Source: an optimization exercise on an open RTL-to-GDS flow (aim: small area, a short achievable clock period and few clock cycles). Production flows keep margins and buffers that such runs may drop.
In this exercise RTL edits were held to simulation tests only and were not proved equivalent to the original.
Power figures rest on the tool's default switching activity, not on a simulated workload.

[run.sh]
#!/bin/bash
# synth_recipe.tcl (not shown) runs the flow's synth.tcl, then flattens the netlist and writes it again
# the make line also repeats each setting of config.mk as NAME=value (left out here)
make -C /OpenROAD-flow-scripts/flow DESIGN_CONFIG=/design/flow/config.mk WORK_HOME=/design/flow/orfs CLKGATE_MAP_FILE= SYNTH_SCRIPT=/design/flow/synth_recipe.tcl finish
[config.mk]
export PLATFORM = sky130hd
export DESIGN_NAME = delimited_field_extract_check
export DESIGN_NICKNAME = delimited_field_extract_check
export VERILOG_FILES = /design/flow/design.v
export SDC_FILE = /design/flow/constraint.sdc
export NUM_CORES = 4
export LEC_CHECK = 0
export CAP_MARGIN = 20
export CORE_MARGIN = 2
export CORE_UTILIZATION = 40
export SLEW_MARGIN = 20
[constraint.sdc]
create_clock -name core_clock -period 8.5 [get_ports {clk}]
set_input_delay 1.7000 -clock core_clock [delete_from_list [all_inputs] [get_ports {clk}]]
set_output_delay 1.7000 -clock core_clock [all_outputs]
set_load 0.01 [all_outputs]
[design.v]
package dfec_pkg;
    localparam int CFG_INDEX_W = 3;
    localparam int CFG_DATA_W  = 32;
    typedef enum logic [CFG_INDEX_W-1:0] {
        REG_SEPARATOR  = 3'd0,
        REG_TERMINATOR = 3'd1,
        REG_FIELD_SEL  = 3'd2,
        REG_MAX_LEN    = 3'd3,
        REG_DECIMAL    = 3'd4,
        REG_RANGE_MIN  = 3'd5,
        REG_RANGE_MAX  = 3'd6
    } cfg_reg_t;
    typedef enum logic [1:0] {
        PHASE_OPEN = 2'd0,
        PHASE_DONE = 2'd2
    } phase_t;
    localparam logic [7:0]  SEPARATOR_RESET  = 8'd44;
    localparam logic [7:0]  TERMINATOR_RESET = 8'd10;
    localparam logic [15:0] FIELD_SEL_RESET  = 16'd0;
    localparam logic [7:0]  MAX_LEN_RESET    = 8'd32;
    localparam logic [7:0]  CHAR_0     = 8'h30;
    localparam logic [7:0]  CHAR_9     = 8'h39;
    localparam logic [7:0]  CHAR_PLUS  = 8'h2B;
    localparam logic [7:0]  CHAR_MINUS = 8'h2D;
    localparam logic [7:0]  CHAR_POINT = 8'h2E;
    localparam logic [7:0]  CHAR_NUL   = 8'h00;
    localparam int MAG_W = 33;
    localparam int ACC_W = MAG_W + 4;
    localparam logic [MAG_W-1:0] MAG_SAT   = {1'b1, 32'h0000_0000};
    localparam logic [ACC_W-1:0] MAG_LIMIT = {5'd0, 32'hFFFF_FFFF};
    localparam logic [15:0]      SEP_MAX   = 16'hFFFF;
    typedef struct packed {
        logic [7:0]         separator_char;
        logic [7:0]         terminator_char;
        logic [15:0]        field_select;
        logic [7:0]         max_field_len;
        logic               decimal_mode;
        logic signed [33:0] range_min;
        logic signed [33:0] range_max;
        logic signed [33:0] range_min_neg;
        logic signed [33:0] range_max_neg;
    } cfg_t;
    typedef struct packed {
        logic             number_ok;
        logic             point_seen;
        logic             value_negative;
        logic             nul_seen;
        logic [MAG_W-1:0] value_magnitude;
    } numstate_t;
    typedef struct packed {
        logic       is_summary;
        logic [7:0] field_char;
        logic [7:0] field_length;
        logic       overflow;
        logic       number_valid;
        logic       in_range;
    } result_t;
    typedef struct packed {
        logic [1:0] count;
        result_t    first;
        result_t    second;
    } push_t;
endpackage
module dfec_cfg (
    input  logic                               clk,
    input  logic                               rst_n,
    input  logic                               cfg_we,
    input  logic [dfec_pkg::CFG_INDEX_W-1:0]   cfg_index,
    input  logic [dfec_pkg::CFG_DATA_W-1:0]    cfg_wdata,
    output dfec_pkg::cfg_t                     cfg
);
    dfec_pkg::cfg_t     cfg_reg;
    dfec_pkg::cfg_t     cfg_next;
    logic signed [33:0] wdata_sext;
    always_comb
    begin
        wdata_sext = $signed({{2{cfg_wdata[31]}}, cfg_wdata});
        cfg_next   = cfg_reg;
        if (cfg_we)
        begin
            case (cfg_index)
                dfec_pkg::REG_SEPARATOR:  cfg_next.separator_char  = cfg_wdata[7:0];
                dfec_pkg::REG_TERMINATOR: cfg_next.terminator_char = cfg_wdata[7:0];
                dfec_pkg::REG_FIELD_SEL:  cfg_next.field_select    = cfg_wdata[15:0];
                dfec_pkg::REG_MAX_LEN:    cfg_next.max_field_len   = cfg_wdata[7:0];
                dfec_pkg::REG_DECIMAL:    cfg_next.decimal_mode    = cfg_wdata[0];
                dfec_pkg::REG_RANGE_MIN:
                begin
                    cfg_next.range_min     = wdata_sext;
                    cfg_next.range_min_neg = 34'sd0 - wdata_sext;
                end
                dfec_pkg::REG_RANGE_MAX:
                begin
                    cfg_next.range_max     = wdata_sext;
                    cfg_next.range_max_neg = 34'sd0 - wdata_sext;
                end
                default: ;
            endcase
        end
    end
    always_ff @(posedge clk or negedge rst_n)
    begin
        if (!rst_n)
        begin
            cfg_reg.separator_char  <= dfec_pkg::SEPARATOR_RESET;
            cfg_reg.terminator_char <= dfec_pkg::TERMINATOR_RESET;
            cfg_reg.field_select    <= dfec_pkg::FIELD_SEL_RESET;
            cfg_reg.max_field_len   <= dfec_pkg::MAX_LEN_RESET;
            cfg_reg.decimal_mode    <= 1'b0;
            cfg_reg.range_min       <= 34'sd0;
            cfg_reg.range_max       <= 34'sd0;
            cfg_reg.range_min_neg   <= 34'sd0;
            cfg_reg.range_max_neg   <= 34'sd0;
        end
        else
        begin
            cfg_reg <= cfg_next;
        end
    end
    assign cfg = cfg_reg;
endmodule
module dfec_parse (
    input  logic              clk,
    input  logic              rst_n,
    input  dfec_pkg::cfg_t    cfg,
    input  logic              data_valid,
    output logic              data_ready,
    input  logic [7:0]        data_data_byte,
    input  logic              data_end_of_buffer,
    input  logic [1:0]        room,
    output dfec_pkg::push_t   push
);
    logic                  vld_reg;
    logic [7:0]            byte_reg;
    logic                  eob_reg;
    logic [15:0]           seps_reg, seps_next;
    logic [7:0]            chars_reg, chars_next;
    dfec_pkg::phase_t      phase_reg, phase_next;
    dfec_pkg::numstate_t   num_reg, num_next;
    dfec_pkg::numstate_t   num_chk;
    dfec_pkg::result_t     sum_cur, sum_new, char_res;
    logic [7:0]            chars_inc;
    logic [7:0]            lim;
    logic                  active, is_sep, is_term;
    logic                  restart;
    logic [1:0]            n_res;
    logic                  proc;
    logic                  load;
    function automatic dfec_pkg::numstate_t check_char(
        input logic [7:0]          c,
        input logic [7:0]          pos,
        input dfec_pkg::numstate_t s,
        input logic                dec
    );
        dfec_pkg::numstate_t          r;
        logic [dfec_pkg::ACC_W-1:0]   acc;
        r   = s;
        acc = ({4'd0, s.value_magnitude} << 3) + ({4'd0, s.value_magnitude} << 1)
              + {{(dfec_pkg::ACC_W-4){1'b0}}, c[3:0]};
        if (s.number_ok && !s.nul_seen)
        begin
            if (c >= dfec_pkg::CHAR_0 && c <= dfec_pkg::CHAR_9)
            begin
                if (!s.point_seen)
                begin
                    if (acc > dfec_pkg::MAG_LIMIT)
                        r.value_magnitude = dfec_pkg::MAG_SAT;
                    else
                        r.value_magnitude = acc[dfec_pkg::MAG_W-1:0];
                end
            end
            else if (c == dfec_pkg::CHAR_PLUS || c == dfec_pkg::CHAR_MINUS)
            begin
                if (pos != 8'd0)
                    r.number_ok = 1'b0;
                else
                    r.value_negative = (c == dfec_pkg::CHAR_MINUS);
            end
            else if (c == dfec_pkg::CHAR_POINT)
            begin
                if (!dec || pos == 8'd0 || s.point_seen)
                    r.number_ok = 1'b0;
                else
                    r.point_seen = 1'b1;
            end
            else if (c == dfec_pkg::CHAR_NUL)
            begin
                r.nul_seen = 1'b1;
            end
            else
            begin
                r.number_ok = 1'b0;
            end
        end
        check_char = r;
    endfunction
    function automatic dfec_pkg::result_t summary(
        input logic [7:0]          chars,
        input logic [7:0]          limit,
        input dfec_pkg::numstate_t s,
        input dfec_pkg::cfg_t      c
    );
        dfec_pkg::result_t   r;
        logic                ovf;
        logic                valid;
        logic                in_bounds;
        logic signed [33:0]  mag;
        ovf   = chars >= limit;
        valid = ovf || s.number_ok;
        mag   = ovf ? 34'sd0 : $signed({1'b0, s.value_magnitude});
        if (!ovf && s.value_negative)
            in_bounds = (mag <= c.range_min_neg) && (mag >= c.range_max_neg);
        else
            in_bounds = (mag >= c.range_min) && (mag <= c.range_max);
        r.is_summary   = 1'b1;
        r.field_char   = 8'd0;
        r.field_length = ovf ? 8'd0 : chars;
        r.overflow     = ovf;
        r.number_valid = valid;
        r.in_range     = valid && !c.decimal_mode && (c.range_min <= c.range_max)
                         && in_bounds;
        summary = r;
    endfunction
    always_comb
    begin
        lim       = (cfg.max_field_len == 8'd0) ? 8'd1 : cfg.max_field_len;
        active    = (phase_reg != dfec_pkg::PHASE_DONE) && (seps_reg == cfg.field_select);
        is_sep    = byte_reg == cfg.separator_char;
        is_term   = byte_reg == cfg.terminator_char;
        chars_inc = chars_reg + 8'd1;
        num_chk   = check_char(byte_reg, chars_reg, num_reg, cfg.decimal_mode);
        sum_cur   = summary(chars_reg, lim, num_reg, cfg);
        sum_new   = summary(chars_inc, lim, num_chk, cfg);
        char_res.is_summary   = 1'b0;
        char_res.field_char   = byte_reg;
        char_res.field_length = 8'd0;
        char_res.overflow     = 1'b0;
        char_res.number_valid = 1'b0;
        char_res.in_range     = 1'b0;
        n_res       = 2'd0;
        restart     = 1'b0;
        push.first  = sum_cur;
        push.second = sum_new;
        seps_next   = seps_reg;
        chars_next  = chars_reg;
        num_next    = num_reg;
        phase_next  = phase_reg;
        if (phase_reg == dfec_pkg::PHASE_DONE)
        begin
            restart = is_term || eob_reg;
        end
        else if (is_sep)
        begin
            if (seps_reg != dfec_pkg::SEP_MAX)
                seps_next = seps_reg + 16'd1;
            if (active)
            begin
                n_res      = 2'd1;
                phase_next = dfec_pkg::PHASE_DONE;
            end
            if (eob_reg)
            begin
                n_res   = 2'd1;
                restart = 1'b1;
            end
        end
        else if (is_term)
        begin
            n_res   = 2'd1;
            restart = 1'b1;
        end
        else if (active)
        begin
            push.first = char_res;
            num_next   = num_chk;
            chars_next = chars_inc;
            n_res      = (chars_inc >= lim || eob_reg) ? 2'd2 : 2'd1;
            if (chars_inc >= lim)
                phase_next = dfec_pkg::PHASE_DONE;
            restart = eob_reg;
        end
        else if (eob_reg)
        begin
            n_res   = 2'd1;
            restart = 1'b1;
        end
        proc       = vld_reg && (n_res <= room);
        push.count = proc ? n_res : 2'd0;
    end
    assign data_ready = !vld_reg || proc;
    assign load       = data_valid && data_ready;
    always_ff @(posedge clk or negedge rst_n)
    begin
        if (!rst_n)
        begin
            vld_reg <= 1'b0;
        end
        else if (load)
        begin
            vld_reg <= 1'b1;
        end
        else if (proc)
        begin
            vld_reg <= 1'b0;
        end
    end
    always_ff @(posedge clk)
    begin
        if (load)
        begin
            byte_reg <= data_data_byte;
            eob_reg  <= data_end_of_buffer;
        end
    end
    always_ff @(posedge clk or negedge rst_n)
    begin
        if (!rst_n)
        begin
            seps_reg                <= 16'd0;
            chars_reg               <= 8'd0;
            phase_reg               <= dfec_pkg::PHASE_OPEN;
            num_reg.number_ok       <= 1'b1;
            num_reg.point_seen      <= 1'b0;
            num_reg.value_negative  <= 1'b0;
            num_reg.nul_seen        <= 1'b0;
            num_reg.value_magnitude <= '0;
        end
        else if (proc)
        begin
            if (restart)
            begin
                seps_reg                <= 16'd0;
                chars_reg               <= 8'd0;
                phase_reg               <= dfec_pkg::PHASE_OPEN;
                num_reg.number_ok       <= 1'b1;
                num_reg.point_seen      <= 1'b0;
                num_reg.value_negative  <= 1'b0;
                num_reg.nul_seen        <= 1'b0;
                num_reg.value_magnitude <= '0;
            end
            else
            begin
                seps_reg  <= seps_next;
                chars_reg <= chars_next;
                phase_reg <= phase_next;
                num_reg   <= num_next;
            end
        end
    end
endmodule
module dfec_out_buf (
    input  logic              clk,
    input  logic              rst_n,
    input  dfec_pkg::push_t   push,
    output logic [1:0]        room,
    output logic              result_valid,
    input  logic              result_ready,
    output logic              result_is_summary,
    output logic [7:0]        result_field_char,
    output logic [7:0]        result_field_length,
    output logic              result_overflow,
    output logic              result_number_valid,
    output logic              result_in_range
);
    logic [1:0]         cnt_reg, cnt_next;
    logic [1:0]         cnt_after;
    logic               pop;
    dfec_pkg::result_t  slot0_reg, slot0_next;
    dfec_pkg::result_t  slot1_reg, slot1_next;
    always_comb
    begin
        pop        = (cnt_reg != 2'd0) && result_ready;
        cnt_after  = cnt_reg - {1'b0, pop};
        room       = 2'd2 - cnt_after;
        slot0_next = pop ? slot1_reg : slot0_reg;
        slot1_next = slot1_reg;
        if (cnt_after == 2'd0)
        begin
            if (push.count != 2'd0)
                slot0_next = push.first;
            if (push.count == 2'd2)
                slot1_next = push.second;
        end
        else if (cnt_after == 2'd1 && push.count != 2'd0)
        begin
            slot1_next = push.first;
        end
        cnt_next = cnt_after + push.count;
    end
    always_ff @(posedge clk or negedge rst_n)
    begin
        if (!rst_n)
            cnt_reg <= 2'd0;
        else
            cnt_reg <= cnt_next;
    end
    always_ff @(posedge clk)
    begin
        slot0_reg <= slot0_next;
        slot1_reg <= slot1_next;
    end
    assign result_valid        = cnt_reg != 2'd0;
    assign result_is_summary   = slot0_reg.is_summary;
    assign result_field_char   = slot0_reg.field_char;
    assign result_field_length = slot0_reg.field_length;
    assign result_overflow     = slot0_reg.overflow;
    assign result_number_valid = slot0_reg.number_valid;
    assign result_in_range     = slot0_reg.in_range;
endmodule
module delimited_field_extract_check (
    input  logic                               clk,
    input  logic                               rst_n,
    input  logic                               cfg_we,
    input  logic [dfec_pkg::CFG_INDEX_W-1:0]   cfg_index,
    input  logic [dfec_pkg::CFG_DATA_W-1:0]    cfg_wdata,
    input  logic                               data_valid,
    output logic                               data_ready,
    input  logic [7:0]                         data_data_byte,
    input  logic                               data_end_of_buffer,
    output logic                               result_valid,
    input  logic                               result_ready,
    output logic                               result_is_summary,
    output logic [7:0]                         result_field_char,
    output logic [7:0]                         result_field_length,
    output logic                               result_overflow,
    output logic                               result_number_valid,
    output logic                               result_in_range
);
    dfec_pkg::cfg_t   cfg;
    dfec_pkg::push_t  push;
    logic [1:0]       room;
    dfec_cfg u_cfg (
        .clk       (clk),
        .rst_n     (rst_n),
        .cfg_we    (cfg_we),
        .cfg_index (cfg_index),
        .cfg_wdata (cfg_wdata),
        .cfg       (cfg)
    );
    dfec_parse u_parse (
        .clk   (clk),
        .rst_n (rst_n),
        .cfg   (cfg),
        .data_valid         (data_valid),
        .data_ready         (data_ready),
        .data_data_byte     (data_data_byte),
        .data_end_of_buffer (data_end_of_buffer),
        .room  (room),
        .push  (push)
    );
    dfec_out_buf u_out_buf (
        .clk    (clk),
        .rst_n  (rst_n),
        .push   (push),
        .room   (room),
        .result_valid        (result_valid),
        .result_ready        (result_ready),
        .result_is_summary   (result_is_summary),
        .result_field_char   (result_field_char),
        .result_field_length (result_field_length),
        .result_overflow     (result_overflow),
        .result_number_valid (result_number_valid),
        .result_in_range     (result_in_range)
    );
endmodule
==> summary.md <==
| Metric | Value |
|---|---|
| Status | `no timing/DRC/antenna violations` |
| Global-route wire length before repair | `108000 um` |
| Detailed-router iteration count before antenna repair | `5` |
| Storage cell area | `0.00714 mm^2` |
| GRT overflow | `0` |
| Synth cell types | `85` |
| Sequential fraction of the synthesis area | `0.321` |
| Buffers on Ports | `70` |
| Number of synthesized register bits | `283` |
| Final Skew | `24.1 ps` |
| Worst-Skew Late Latency | `580 ps` |
| Total track usage | `0.245` |
| Setup bufs post-CTS | `0` |
| CTS tree | `yes` |
| Area of the multi-input gates | `0.0141 mm^2` |
| Via count | `18200` |
| Hold Crit Class | `register to register` |
| Worst Setup Start Kind | `register` |
| Final wirelength | `roughly 70000 um` |
| Most frequent cells in the layout | `375 x ha_1, 227 x dfrtp_1, 183 x nand2_1` |
| Final std cells w/o fill | `3192` |
| Share of cells above drive strength 1 | `0.0917` |
| Synthesized area per cell | `between 9 and 10 um^2` |
| H-tree levels | `2` |
| RSZ-0062 raised after global routing | `false` |
| Initial core utilization | `0.404` |
| Post-Synthesis Cells | `2365` |
| Wirelength per Cell | `21.7 um` |
| Cts hold-fix bufs | `0` |
| Min Tclk post-route | `7000 ps` |
| Final Hold Viols | `0` |
| Detailed Place HPWL | `around 55000 um` |
| Worst hold slack | `480 ps` |
| DRT iter0 DRCs | `1236` |
| Die X | `about 240 um` |
| Leakage | `12.0 nW` |
| Sink Count | `283` |
| Max-slew headroom | `0.216` |
| Worst vdd ir | `0.152 mV` |
| Max frequency | `143 MHz` |
| Final Slew Violations | `0` |
| Max cap viols | `0` |
| Cts bufs inserted | `37` |
| RePlAce Congestion | `0.936` |
| Row count | `86` |
| Via count of the first global-routing pass | `about 18000` |
| Most common cell after layout, fill and taps aside | `ha_1` |
| Area Overhead vs Synth | `12.5%` |
| Power Density | `235 mW/mm^2` |
| Avg Vias per Cell | `approximately 5.7` |
| FILL cells | `around 5300` |
| Total die area | `0.0574 mm^2` |
| Crit end category | `register` |
| Layout Nets | `roughly 2800` |
| Largest register FFs | `169` |
| Setup TNS | `0 ps` |
| Initial antenna violation count | `1` |
| Core area | `0.0550 mm^2` |
| Asr flop ratio synth | `0.827` |
| Max clock buf depth | `3` |
| Post-synth EDFFs | `29` |
| WP data required | `8930 ps` |
| DRT antenna net count | `0` |
| Vertical die dimension | `between 200 and 250 um` |
| DRC Markers | `0` |
| Main synth FF type | `dfrtp_1` |
| Root Driver | `clkbuf_16` |
| Cts repair resizes | `0` |
| Largest net degree at the start of global routing | `99` |
| CP max FO | `32` |
| Clock transition at path regs | `60 ps` |
| Endpoints failing setup | `0` |
| Final worst-path cycle share | `0.824` |
| Syn Nets | `2791` |
| Worst Path Class, Setup | `register to register` |
| Mapped Area | `around 0.022 mm^2` |
| Slew @ Worst Pin | `approximately 1200 ps` |
| Worst EP arrival | `7430 ps` |
| Ports | `71` |
| Placed instance count | `around 3100` |
| Yosys warning total | `3` |
## power breakdown
group          switching (mW)  total [mW]  internal [mW]
Combinational            1.34        2.19          0.845
Sequential              0.282        2.00           1.72
Clock                   0.668        1.68           1.01
## metrics by stage
stage / area (um^2) / util / total power, mW / setup WS, ps
2_1_floorplan: 22200 / - / 3.33 / 2960
3_3_place_gp: 23700 / 0.431 / 4.12 / 1900
3_5_place_dp: 23700 / 0.431 / 4.18 / 1700
4_1_cts: 25000 / 0.454 / 5.89 / 1670
5_1_grt: 25000 / 0.454 / 6.24 / 1280
6_report: 25000 / 0.454 / 5.87 / 1500
## cell type report
class / count / area share
clock buffer: 46 / 0.0388
inverter: 180 / 0.0271
antenna: 1 / 0.000100
tap: 748 / 0.0375
sequential: 283 / 0.286
multi-input combinational: 1821 / 0.563
clock inverter: 22 / 0.0132
timing repair buffer: 91 / 0.0346
## worst paths after layout
check                               startpoint                endpoint  slack, ps  depth (start not counted)
setup / recovery           u_parse.byte_reg[3]  u_out_buf.slot1_reg[0]       1500                         23
hold / removal               u_cfg.cfg_reg[49]       u_cfg.cfg_reg[49]        480                          2
setup reg to reg           u_parse.byte_reg[3]  u_out_buf.slot1_reg[0]       1500                         23
hold reg to reg              u_cfg.cfg_reg[49]       u_cfg.cfg_reg[49]        480                          2
max in group asynchronous                rst_n    u_parse.chars_reg[5]       5900                          2
min in group asynchronous                rst_n      u_cfg.cfg_reg[111]       1150                          1
## synth_stat cells (all sizes together), types with 7 or more instances
library cell,instances,share of area
nand4,70,0.020
ha,375,0.21
a31oi,11,0.0031
dfxtp,20,0.018
o32ai,7,0.0028
nand3,65,0.015
and4,7,0.0028
o21ai,184,0.041
and3,16,0.0046
nor3,44,0.011
nor4,21,0.0062
a211o,8,0.0032
mux2,101,0.051
or2,7,0.0020
and2,50,0.014
nand2,183,0.031
edfxtp,29,0.039
nor2b,22,0.0062
nor2,98,0.017
dfstp,7,0.0083
nand2b,16,0.0045
a21o,53,0.018
a21oi,129,0.029
mux2i,19,0.0086
a211oi,29,0.010
o211ai,16,0.0054
buf,11,0.0037
o31ai,7,0.0024
inv,180,0.030
o21a,14,0.0047
clkbuf,70,0.012
dfrtp,227,0.26
a22o,63,0.025
xnor2,60,0.024
xor2,53,0.021
## worst max-delay path: stages, from the launching register on
cell and delay, ps:
edfxtp_1 550, fa_1 620, inv_1 60, fa_1 450
nor2b_1 210, o31ai_1 140, a211o_1 320, a211oi_2 350
o21ba_2 190, nor2_1 50, or4_4 580, nor3_4 140
buf_4 390, a22oi_1 210, ha_1 370, nor2b_1 60
o21ai_0 240, a2111oi_0 150, nor3_1 430, o21ai_0 240
o21a_1 150, a211o_1 260, a211oi_1 450, o2bb2ai_1 170
## routing by layer
metal	wire length, um	GRT usage
met1	32500	0.337
met2	31900	0.400
met3	2780	0.0282
met5	0	0
met4	2090	0.0778
## kinds of logic (layout without fill, tap and decap cells)
logic type	after synthesis	in the layout	synth area share
AND/OR/NAND/NOR	626	626	0.143
flip-flops	283	283	0.321
XOR/XNOR	113	113	0.0449
adder cells (fa/ha/maj)	377	377	0.213
other	0	1	0
AO/OA/AOI/OAI	585	585	0.172
multiplexers	120	120	0.0598
buffers and inverters	261	339	0.0464
Testbench counts, summed over its fixed seeds: cycles 12,063.

==> static timing again, ports no longer ideal <==
No port has a modelled driver above. Below, the same layout with a new extraction and two added sets of constraints.
Step 1: set_driving_cell puts a clkbuf_16 on clk and a buf_2 on each other input, an assumption about the parent block.
Step 2 also shifts input and output timing later by t, the mid clock arrival at the registers, as if the neighbouring blocks saw the same clock.
Slacks: ideal / step 1 / step 2; pairs: ideal / step 1.
shift t [ns]: 0.625
setup slack, ns: 1.496 / 1.496 / 1.496
worst setup path at the end: register to register
worst register clock-pin slew, ns: 0.06 / 0.06
pins driven straight from the clock port: 1
After both steps setup and hold are still met in this run. For this run, drivers alone change the setup slack by 0.000 ns; drivers and shift together by 0.000 ns.
